This is an optimization exercise on Yosys and OpenROAD, whose aim is small area and few clock cycles per item, not a production implementation.
Only the layout flow was run in this run; the RTL was not checked for function there.
Power figures rest on the tool's default switching activity, not on a simulated workload.

--- config.mk ---
export PLATFORM = sky130hd
export DESIGN_NAME = s_expression_tokenizer_core
export DESIGN_NICKNAME = s_expression_tokenizer_core
export VERILOG_FILES = /design/flow/design.v
export SDC_FILE = /design/flow/constraint.sdc
export NUM_CORES = 4
export LEC_CHECK = 0
export CAP_MARGIN = 20
export CORE_MARGIN = 2
export CORE_UTILIZATION = 40
export SLEW_MARGIN = 20
--- constraint.sdc ---
create_clock -name core_clock -period 5.0 [get_ports {clk_i}]
set_input_delay 1.0000 -clock core_clock [delete_from_list [all_inputs] [get_ports {clk_i}]]
set_output_delay 1.0000 -clock core_clock [all_outputs]
set_load 0.01 [all_outputs]
--- design.v ---
`timescale 1ns / 1ps
package sexl_pkg;
  localparam logic [1:0] OP_CHAR  = 2'd0;
  localparam logic [1:0] OP_FLUSH = 2'd1;
  localparam logic [1:0] OP_CLEAR = 2'd2;
  localparam logic [3:0] TOK_UINT   = 4'd0;
  localparam logic [3:0] TOK_INT    = 4'd1;
  localparam logic [3:0] TOK_FLOAT  = 4'd2;
  localparam logic [3:0] TOK_SYMBOL = 4'd3;
  localparam logic [3:0] TOK_STRING = 4'd4;
  localparam logic [3:0] TOK_LPAREN = 4'd5;
  localparam logic [3:0] TOK_RPAREN = 4'd6;
  localparam logic [3:0] TOK_LBRACK = 4'd7;
  localparam logic [3:0] TOK_RBRACK = 4'd8;
  localparam logic [3:0] TOK_QUOTE  = 4'd9;
  localparam logic KIND_TEXT   = 1'b0;
  localparam logic KIND_RECORD = 1'b1;
  localparam logic [2:0] NC_EMPTY = 3'd0;
  localparam logic [2:0] NC_SIGN  = 3'd1;
  localparam logic [2:0] NC_UDIG  = 3'd2;
  localparam logic [2:0] NC_DOT   = 3'd3;
  localparam logic [2:0] NC_FRAC  = 3'd4;
  localparam logic [2:0] NC_SYM   = 3'd5;
  localparam logic [2:0] NC_SDIG  = 3'd6;
  localparam logic [15:0] CH_NUL    = 16'h0000;
  localparam logic [15:0] CH_TAB    = 16'h0009;
  localparam logic [15:0] CH_NL     = 16'h000A;
  localparam logic [15:0] CH_SPACE  = 16'h0020;
  localparam logic [15:0] CH_DQUOTE = 16'h0022;
  localparam logic [15:0] CH_HASH   = 16'h0023;
  localparam logic [15:0] CH_SQUOTE = 16'h0027;
  localparam logic [15:0] CH_LPAREN = 16'h0028;
  localparam logic [15:0] CH_RPAREN = 16'h0029;
  localparam logic [15:0] CH_PLUS   = 16'h002B;
  localparam logic [15:0] CH_MINUS  = 16'h002D;
  localparam logic [15:0] CH_DOT    = 16'h002E;
  localparam logic [15:0] CH_ZERO   = 16'h0030;
  localparam logic [15:0] CH_NINE   = 16'h0039;
  localparam logic [15:0] CH_LBRACK = 16'h005B;
  localparam logic [15:0] CH_BSLASH = 16'h005C;
  localparam logic [15:0] CH_RBRACK = 16'h005D;
endpackage
`timescale 1ns / 1ps
import sexl_pkg::*;
module sexl_lexer
#(
  parameter bit DIRECT = 1'b0
) (
  input  logic        clk_i,
  input  logic        rst_ni,
  input  logic        item_v_i,
  input  logic [1:0]  op_i,
  input  logic [15:0] ch_i,
  output logic        item_take_o,
  output logic        item_ready_o,
  output logic        out_valid_o,
  input  logic        out_stall_i,
  output logic        kind_o,
  output logic [15:0] text_char_o,
  output logic [3:0]  token_type_o,
  output logic [19:0] line_number_o,
  output logic [15:0] column_o,
  output logic [15:0] length_o,
  output logic        last_o
);
  logic [19:0] line_q;
  logic [15:0] col_q;
  logic [15:0] len_q;
  logic        in_str_q, in_cmt_q, bslash_q;
  logic [2:0]  nc_q;
  logic        pend_q;
  logic [3:0]  ptype_q;
  logic is_char, is_flush, is_clear;
  logic c_nl, c_nul, c_dq, c_hash, c_bs, c_single, c_ws, c_digit, c_sign, c_dot, c_sep;
  logic word_hit;
  logic [3:0] single_type;
  assign is_char  = (op_i == OP_CHAR);
  assign is_flush = (op_i == OP_FLUSH);
  assign is_clear = (op_i == OP_CLEAR);
  assign c_nl     = (ch_i == CH_NL);
  assign c_nul    = (ch_i == CH_NUL);
  assign c_dq     = (ch_i == CH_DQUOTE);
  assign c_hash   = (ch_i == CH_HASH);
  assign c_bs     = (ch_i == CH_BSLASH);
  assign c_single = (ch_i == CH_LPAREN) || (ch_i == CH_RPAREN) || (ch_i == CH_LBRACK) ||
                    (ch_i == CH_RBRACK) || (ch_i == CH_SQUOTE);
  assign c_ws     = c_nul || (ch_i == CH_TAB) || (ch_i == CH_SPACE);
  assign c_digit  = (ch_i >= CH_ZERO) && (ch_i <= CH_NINE);
  assign c_sign   = (ch_i == CH_PLUS) || (ch_i == CH_MINUS);
  assign c_dot    = (ch_i == CH_DOT);
  assign c_sep    = c_hash || c_dq || c_single || c_nl || c_ws;
  assign word_hit = (nc_q != NC_EMPTY);
  always_comb begin
    case (ch_i)
      CH_LPAREN: single_type = TOK_LPAREN;
      CH_RPAREN: single_type = TOK_RPAREN;
      CH_LBRACK: single_type = TOK_LBRACK;
      CH_RBRACK: single_type = TOK_RBRACK;
      default:   single_type = TOK_QUOTE;
    endcase
  end
  logic r_text, r_word, r_str, r_single, r_any, two;
  logic normal;
  assign normal   = is_char && !in_cmt_q && !in_str_q;
  assign r_text   = is_char && !in_cmt_q && (in_str_q ? !(c_dq && !bslash_q) && !c_nl : !c_sep);
  assign r_str    = is_char && !in_cmt_q && in_str_q && c_dq && !bslash_q;
  assign r_word   = word_hit && (is_flush || (normal && c_sep));
  assign r_single = normal && c_single && !word_hit;
  assign two      = normal && c_single && word_hit;
  assign r_any    = r_text || r_str || r_word || r_single;
  logic take, pop;
  assign item_ready_o = !pend_q && !(r_any && out_stall_i);
  assign take         = item_v_i && item_ready_o;
  assign item_take_o  = take;
  assign pop          = pend_q && !out_stall_i;
  if (DIRECT) begin : g_direct
    assign out_valid_o = pend_q || (item_v_i && r_any && !out_stall_i);
  end else begin : g_queued
    assign out_valid_o = pend_q || (item_v_i && r_any);
  end
  logic [15:0] rec_col;
  logic [3:0]  word_type;
  assign rec_col = col_q + ~len_q + {15'd0, !in_str_q};
  always_comb begin
    case (nc_q)
      NC_UDIG: word_type = TOK_UINT;
      NC_SDIG: word_type = TOK_INT;
      NC_FRAC: word_type = TOK_FLOAT;
      default: word_type = TOK_SYMBOL;
    endcase
  end
  logic show_single, show_span, show_text;
  assign show_single = pend_q || r_single;
  assign show_span   = !pend_q && (r_word || r_str);
  assign show_text   = !pend_q && r_text;
  assign kind_o        = !show_text;
  assign text_char_o   = show_text ? ch_i : 16'd0;
  assign token_type_o  = pend_q ? ptype_q :
                         r_single ? single_type :
                         r_str ? TOK_STRING :
                         r_word ? word_type : 4'd0;
  assign line_number_o = show_text ? 20'd0 : line_q;
  assign column_o      = show_single ? col_q : show_span ? rec_col : 16'd0;
  assign length_o      = show_span ? len_q : 16'd0;
  assign last_o        = pend_q || !two;
  logic [2:0] nc_next;
  always_comb begin
    case (nc_q)
      NC_EMPTY: nc_next = c_sign ? NC_SIGN : c_digit ? NC_UDIG : NC_SYM;
      NC_SIGN:  nc_next = c_digit ? NC_SDIG : NC_SYM;
      NC_UDIG, NC_SDIG: nc_next = c_digit ? nc_q : c_dot ? NC_DOT : NC_SYM;
      NC_DOT, NC_FRAC:  nc_next = c_digit ? NC_FRAC : NC_SYM;
      default: nc_next = NC_SYM;
    endcase
  end
  logic [19:0] line_d;
  logic [15:0] col_d, len_d;
  logic        in_str_d, in_cmt_d, bslash_d, pend_d;
  logic [2:0]  nc_d;
  logic [3:0]  ptype_d;
  always_comb begin
    line_d   = line_q;
    col_d    = col_q;
    len_d    = len_q;
    in_str_d = in_str_q;
    in_cmt_d = in_cmt_q;
    bslash_d = bslash_q;
    nc_d     = nc_q;
    pend_d   = pend_q;
    ptype_d  = ptype_q;
    if (pend_q) begin
      if (pop) begin
        pend_d = 1'b0;
        col_d  = col_q + 16'd1;
      end
    end else if (take) begin
      if (is_flush) begin
        nc_d     = NC_EMPTY;
        len_d    = '0;
        in_str_d = 1'b0;
        in_cmt_d = 1'b0;
        bslash_d = 1'b0;
      end else if (is_clear) begin
        line_d = 20'd1;
        col_d  = 16'd1;
      end else if (is_char) begin
        if (in_cmt_q) begin
          if (c_nl || c_nul) begin
            in_cmt_d = 1'b0;
            line_d   = line_q + 20'd1;
            col_d    = 16'd1;
          end
        end else if (in_str_q) begin
          if (c_dq && !bslash_q) begin
            col_d    = col_q + 16'd1;
            len_d    = '0;
            in_str_d = 1'b0;
            bslash_d = 1'b0;
          end else if (c_nl) begin
            line_d   = line_q + 20'd1;
            col_d    = 16'd1;
            bslash_d = 1'b0;
          end else begin
            len_d    = len_q + 16'd1;
            col_d    = col_q + 16'd1;
            bslash_d = c_bs;
          end
        end else if (c_sep) begin
          nc_d  = NC_EMPTY;
          len_d = '0;
          if (c_hash) begin
            in_cmt_d = 1'b1;
          end else if (c_dq) begin
            col_d    = col_q + 16'd1;
            in_str_d = 1'b1;
            bslash_d = 1'b0;
          end else if (c_nl) begin
            line_d = line_q + 20'd1;
            col_d  = 16'd1;
          end else if (c_single && word_hit) begin
            pend_d  = 1'b1;
            ptype_d = single_type;
          end else begin
            col_d = col_q + 16'd1;
          end
        end else begin
          nc_d  = nc_next;
          len_d = len_q + 16'd1;
          col_d = col_q + 16'd1;
        end
      end
    end
  end
  always_ff @(posedge clk_i or negedge rst_ni) begin
    if (!rst_ni) begin
      line_q   <= 20'd1;
      col_q    <= 16'd1;
      len_q    <= '0;
      in_str_q <= 1'b0;
      in_cmt_q <= 1'b0;
      bslash_q <= 1'b0;
      nc_q     <= NC_EMPTY;
      pend_q   <= 1'b0;
    end else begin
      line_q   <= line_d;
      col_q    <= col_d;
      len_q    <= len_d;
      in_str_q <= in_str_d;
      in_cmt_q <= in_cmt_d;
      bslash_q <= bslash_d;
      nc_q     <= nc_d;
      pend_q   <= pend_d;
    end
  end
  always_ff @(posedge clk_i) begin
    ptype_q <= ptype_d;
  end
endmodule
`timescale 1ns / 1ps
import sexl_pkg::*;
module sexl_rqueue
#(
  parameter int unsigned DEPTH = 0
) (
  input  logic        clk_i,
  input  logic        rst_ni,
  input  logic        in_valid_i,
  output logic        in_stall_o,
  input  logic [1:0]  op_i,
  input  logic [15:0] ch_i,
  output logic        item_v_o,
  output logic [1:0]  op_o,
  output logic [15:0] ch_o,
  input  logic        item_take_i,
  input  logic        item_ready_i
);
  if (DEPTH == 0) begin : g_pass
    assign item_v_o   = in_valid_i;
    assign op_o       = op_i;
    assign ch_o       = ch_i;
    assign in_stall_o = !item_ready_i;
  end else begin : g_fifo
    localparam int unsigned PTR_W = (DEPTH > 1) ? $clog2(DEPTH) : 1;
    localparam int unsigned CNT_W = $clog2(DEPTH + 1);
    logic [17:0]      mem_q [DEPTH];
    logic [PTR_W-1:0] wr_q, rd_q;
    logic [CNT_W-1:0] cnt_q;
    logic             full, push;
    assign full       = (cnt_q == CNT_W'(DEPTH));
    assign in_stall_o = full && !item_take_i;
    assign push       = in_valid_i && !in_stall_o;
    assign item_v_o   = (cnt_q != '0);
    assign {op_o, ch_o} = mem_q[rd_q];
    always_ff @(posedge clk_i) begin
      if (push) mem_q[wr_q] <= {op_i, ch_i};
    end
    always_ff @(posedge clk_i or negedge rst_ni) begin
      if (!rst_ni) begin
        wr_q  <= '0;
        rd_q  <= '0;
        cnt_q <= '0;
      end else begin
        if (push) wr_q <= (wr_q == PTR_W'(DEPTH - 1)) ? '0 : wr_q + PTR_W'(1);
        if (item_take_i) rd_q <= (rd_q == PTR_W'(DEPTH - 1)) ? '0 : rd_q + PTR_W'(1);
        cnt_q <= cnt_q + CNT_W'(push) - CNT_W'(item_take_i);
      end
    end
  end
endmodule
`timescale 1ns / 1ps
import sexl_pkg::*;
module s_expression_tokenizer_core
#(
  parameter int unsigned LINE_BITS   = 20,
  parameter int unsigned COLUMN_BITS = 16,
  parameter int unsigned QDEPTH      = 0
) (
  input  logic        clk_i,
  input  logic        rst_ni,
  input  logic        in_valid_i,
  output logic        in_stall_o,
  input  logic [1:0]  op_i,
  input  logic [15:0] ch_i,
  output logic        out_valid_o,
  input  logic        out_stall_i,
  output logic        kind_o,
  output logic [15:0] text_char_o,
  output logic [3:0]  token_type_o,
  output logic [19:0] line_number_o,
  output logic [15:0] column_o,
  output logic [15:0] length_o,
  output logic        last_o
);
  logic        item_v, item_take, item_ready;
  logic [1:0]  item_op;
  logic [15:0] item_ch;
  sexl_rqueue #(
    .DEPTH(QDEPTH)
  ) u_queue (
    .clk_i       (clk_i),
    .rst_ni      (rst_ni),
    .in_valid_i  (in_valid_i),
    .in_stall_o  (in_stall_o),
    .op_i        (op_i),
    .ch_i        (ch_i),
    .item_v_o    (item_v),
    .op_o        (item_op),
    .ch_o        (item_ch),
    .item_take_i (item_take),
    .item_ready_i(item_ready)
  );
  sexl_lexer #(
    .DIRECT(QDEPTH == 0)
  ) u_lexer (
    .clk_i        (clk_i),
    .rst_ni       (rst_ni),
    .item_v_i     (item_v),
    .op_i         (item_op),
    .ch_i         (item_ch),
    .item_take_o  (item_take),
    .item_ready_o (item_ready),
    .out_valid_o  (out_valid_o),
    .out_stall_i  (out_stall_i),
    .kind_o       (kind_o),
    .text_char_o  (text_char_o),
    .token_type_o (token_type_o),
    .line_number_o(line_number_o),
    .column_o     (column_o),
    .length_o     (length_o),
    .last_o       (last_o)
  );
endmodule
--- run.sh ---
#!/bin/bash
# synth_recipe.tcl (not shown) runs the flow's synth.tcl, then flattens the netlist and writes it again
# the make line also repeats each setting of config.mk as NAME=value (left out here)
make -C /OpenROAD-flow-scripts/flow DESIGN_CONFIG=/design/flow/config.mk WORK_HOME=/design/flow/orfs CLKGATE_MAP_FILE= SYNTH_SCRIPT=/design/flow/synth_recipe.tcl finish
==> key figures <==
GRT
  – Global-route wire length before repair: 26700 microns
  – Initial antenna violation count: 0
  – Gr usage total: 23.3%
  – Largest net degree at the start of global routing: 38
  – Vias in the first global route: 5181
  – Global route overflow: 0

STA
  – Final Max Tran Viols: 0
  – Period utilisation layout: 98.6%
  – Clk_skew: 7.13 ps
  – FMAX: 203 MHz
  – Fin crit period: 4930 ps
  – Final setup TNS: 0 ps
  – Fin. Hold Viols: 0
  – Final worst slack: 71.1 ps
  – Setup violators final: 0
  – Actual slew at the worst max-slew pin: 897 ps
  – Worst rel slew slack: 39.7%
  – RSZ-0062 raised after global routing: true
  – Hold WS: 527 ps

Route
  – Routed wire length: 16400 microns
  – Vias: 5580
  – Initial drt markers: 355
  – WL/cell: 17.1 microns
  – Pre-Repair DR Iteration Count: 5
  – # DRC: 0
  – Vias per cell: 5.81
  – Routed Antenna Nets: 0

Clocking
  – Clk buf depth: 2
  – CTS clock-pin slew for the worst setup and hold paths: 50 ps
  – CTS Buf Count: 9
  – CTS tree: yes
  – CTS Root Cell: clkbuf_16
  – CTS Hold Bufs: 0
  – H-tree Lvls: 3
  – Clock sink count: 63
  – Worst skew pair latency: 340 ps

Yosys
  – Predominant post-synthesis flop cell: dfrtp_1
  – Share of synthesized flip-flops with an asynchronous set or reset: 93.7%
  – Mean post-synth cell area: 7.76 sq um
  – Syn nets: 716
  – Unique cell type count in the Yosys netlist: 68
  – Register area share after synthesis: 30.5%
  – Synth Instances: 675
  – Ys Warns: 1
  – Post-synth top area share: 27.2%
  – Synth area leaders: dfrtp_1, o31ai_1, a21oi_1
  – Netlist Area Pre-Place: 5240 sq um
  – Seq cells post-synth: 63
  – Area leader, netlist: dfrtp_1
  – EDFF count, synth: 4

Power
  – Pwr dens: 284 nW/um^2
  – LEAKAGE: 2.76 nW
  – Total power: 1.98 mW
  – Pint: 1.31 mW
  – Switching share of total power: 34.1%
  – Comb pwr share: 35.2%
  – Switch Pwr: 0.675 mW
  – VDD IR max: 0.198 mV
  – Flop pwr share: 31.6%
  – Clock share of power: 33.2%

Outcome
  – Outcome: no timing/DRC/antenna violations

Layout
  – Nets: 825
  – Share of cells above drive strength 1: 11.5%
  – Layout Area Growth over Synthesis: 33.5%
  – Diode count: 0
  – Post-route non-filler standard cell count: 960
  – Commonest non-fill, non-tap cell in the layout: clkdlybuf4s50_1
  – Commonest cells after routing, fill and taps aside: clkdlybuf4s50_1, nand2_1, dfrtp_1

Die
  – Die W: 118 microns
  – Die height: 118 microns
  – Core area: 12700 sq um
  – Starting Density: 41.1%
  – Site Rows: 41
  – Ports: 98
  – Die area: 14000 sq um

Critical path
  – Worst R2R Setup Slack: 1690 ps
  – CP arrival: 3930 ps
  – Crit Reg-Reg Startpoint: u_lexer.nc_q[1]
  – Slowest CP cell: clkdlybuf4s50_1
  – CP Buf/Inv Count: 4
  – CP Class: in2out
  – Reg2Reg Depth: 8
  – CP max FO: 6
  – Max incr delay on CP: 550 ps
  – CP delay by family, top: buffers and inverters
  – CP Launch Type: primary input
  – Data required, critical path: 4000 ps
  – CP Capture Type: output pin
  – Reg2Reg Capture Point: u_lexer.line_q[13]
  – Cells along the critical path: clkdlybuf4s50_1 -> or3b_2 -> a21boi_1 -> a2bb2oi_2 -> a2111oi_2 -> a311oi_2 -> a21oi_4 -> buf_4 -> buf_4 -> a22o_1 -> clkdlybuf4s50_1

Run
  – Maxcap violations: 0

Worst hold path
  – Hold_sp: u_lexer.line_q[0]
  – Hold worst-path end: u_lexer.line_q[0]
  – Hold Crit Depth: 2
  – Hold Path Class: reg2reg

Place
  – Setup WS pre-CTS: -48.1 ps
  – Placed Cells: 944
  – Routability cong.: 0.923
  – Port bufs: 97
  – DP HPWL: 12200 microns
## state kept, by name, summed over array words and instances, names as in the netlist
register,flops
u_lexer.line_q,20
u_lexer.col_q,16
u_lexer.len_q,16
u_lexer.ptype_q,4
u_lexer.nc_q,3
u_lexer.bslash_q,1
u_lexer.in_cmt_q,1
u_lexer.in_str_q,1
u_lexer.pend_q,1
## cell type report
type / instances / area [sq um]
Clock buffer: 13 / 272
Clock inverter: 2 / 37.5
Fill cell: 1249 / 5730
Inverter: 40 / 153
Multi-Input combinational cell: 536 / 3430
Sequential cell: 63 / 1600
Tap cell: 172 / 215
Timing Repair Buffer: 134 / 1280
## power groups by stage
| stage | Clock (mW) | Combinational (mW) | Sequential (mW) |
|---|---|---|---|
| after floorplan | 0 | 0.435 | 0.614 |
| after global placement | 0 | 0.674 | 0.632 |
| after detailed placement | 0 | 0.679 | 0.634 |
| after CTS | 0.675 | 0.685 | 0.625 |
| after global routing | 0.693 | 0.772 | 0.636 |
| final | 0.658 | 0.698 | 0.627 |
## metal layers
metal | vias to the layer above | global-route usage (%) | wire, microns
li1 | 2717 | - | -
met1 | 2682 | 32.0 | 7640
met2 | 157 | 37.5 | 7770
met3 | 24 | 3.86 | 734
met4 | 0 | 7.44 | 296
met5 | - | 0 | 0
## tightest hold or removal path, stage by stage (launching register included)
cell	delay (ps)
dfstp_2	380
nor2_1	100
a21oi_1	50
## how the worst max path moves through the flow
stage | startpoint | cells after the start | slack, ps | endpoint
2_1_floorplan | ch_i[6] | 9 | 820 | column_o[0]
3_5_place_dp | ch_i[3] | 11 | -50 | column_o[15]
5_1_grt | ch_i[7] | 11 | -40 | token_type_o[0]
4_1_cts | ch_i[6] | 12 | 10 | column_o[15]
6_report | ch_i[3] | 11 | 70 | column_o[1]
3_3_place_gp | ch_i[3] | 11 | -80 | column_o[15]
## through the flow
stage	utilization [%]	area, sq um
global route	54.9	6990
global placement	51.5	6550
floorplan	-	5240
finish	54.9	6990
CTS	54.0	6870
detailed placement	51.5	6550
## kinds of logic (layout without fill, tap and decap cells)
logic type,after synthesis,in the layout,share of synthesized area [%]
and+or+nand+nor,288,288,29.0
AOI/OAI and AO/OA,207,207,26.1
buffers and inverters,76,189,5.78
DFF,63,63,30.5
adders and majority gates,19,19,4.83
xor gates and xnor gates,19,19,3.18
muxes,3,3,0.598
## what timing repair did
action,4_1_cts,5_1_grt
hold endpoints to repair,0,0
endpoints found under the setup margin,13,72
buffers inserted,0,1
pin swaps,0,4
resized for setup,3,30
## cell usage after synthesis, types with 9 or more instances
cell	number
or4_1	16
nand4_1	18
nand2_1	58
nor2_1	56
o21ai_0	42
a21oi_1	47
ha_1	17
nand3_1	25
inv_1	38
xnor2_1	11
clkbuf_1	25
nor4_1	9
dfrtp_1	57
nor2b_1	25
and2_1	20
a211oi_1	14
nor3_1	22
o31ai_1	32

==> port drivers added, routing unchanged <==
How much do the figures lean on ideal ports? The routed layout below was timed once more, with nothing changed but the port constraints.
Step 1: set_driving_cell puts a clkbuf_16 on clk_i and a buf_2 on each other input, an assumption about the parent block.
Step 2, shift: input delay + t, output delay - t, t = (earliest + latest rising clock arrival at the registers) / 2. This alone moves slack from input paths to output paths.
Slacks: ideal ports / drivers / drivers and shift; pairs: ideal ports / drivers.
t, ns: 0.373
slack for setup (ns): 0.071 / 0.049 / 0.049
hold WS [ns]: 0.527 / 0.527 / 0.527
worst register clock-pin slew, ns: 0.06 / 0.06
cell pins on the clock port's net: 1
After both steps this run still meets setup and hold. For this run, drivers alone change the setup slack by -0.022 ns; drivers and shift together by -0.022 ns.
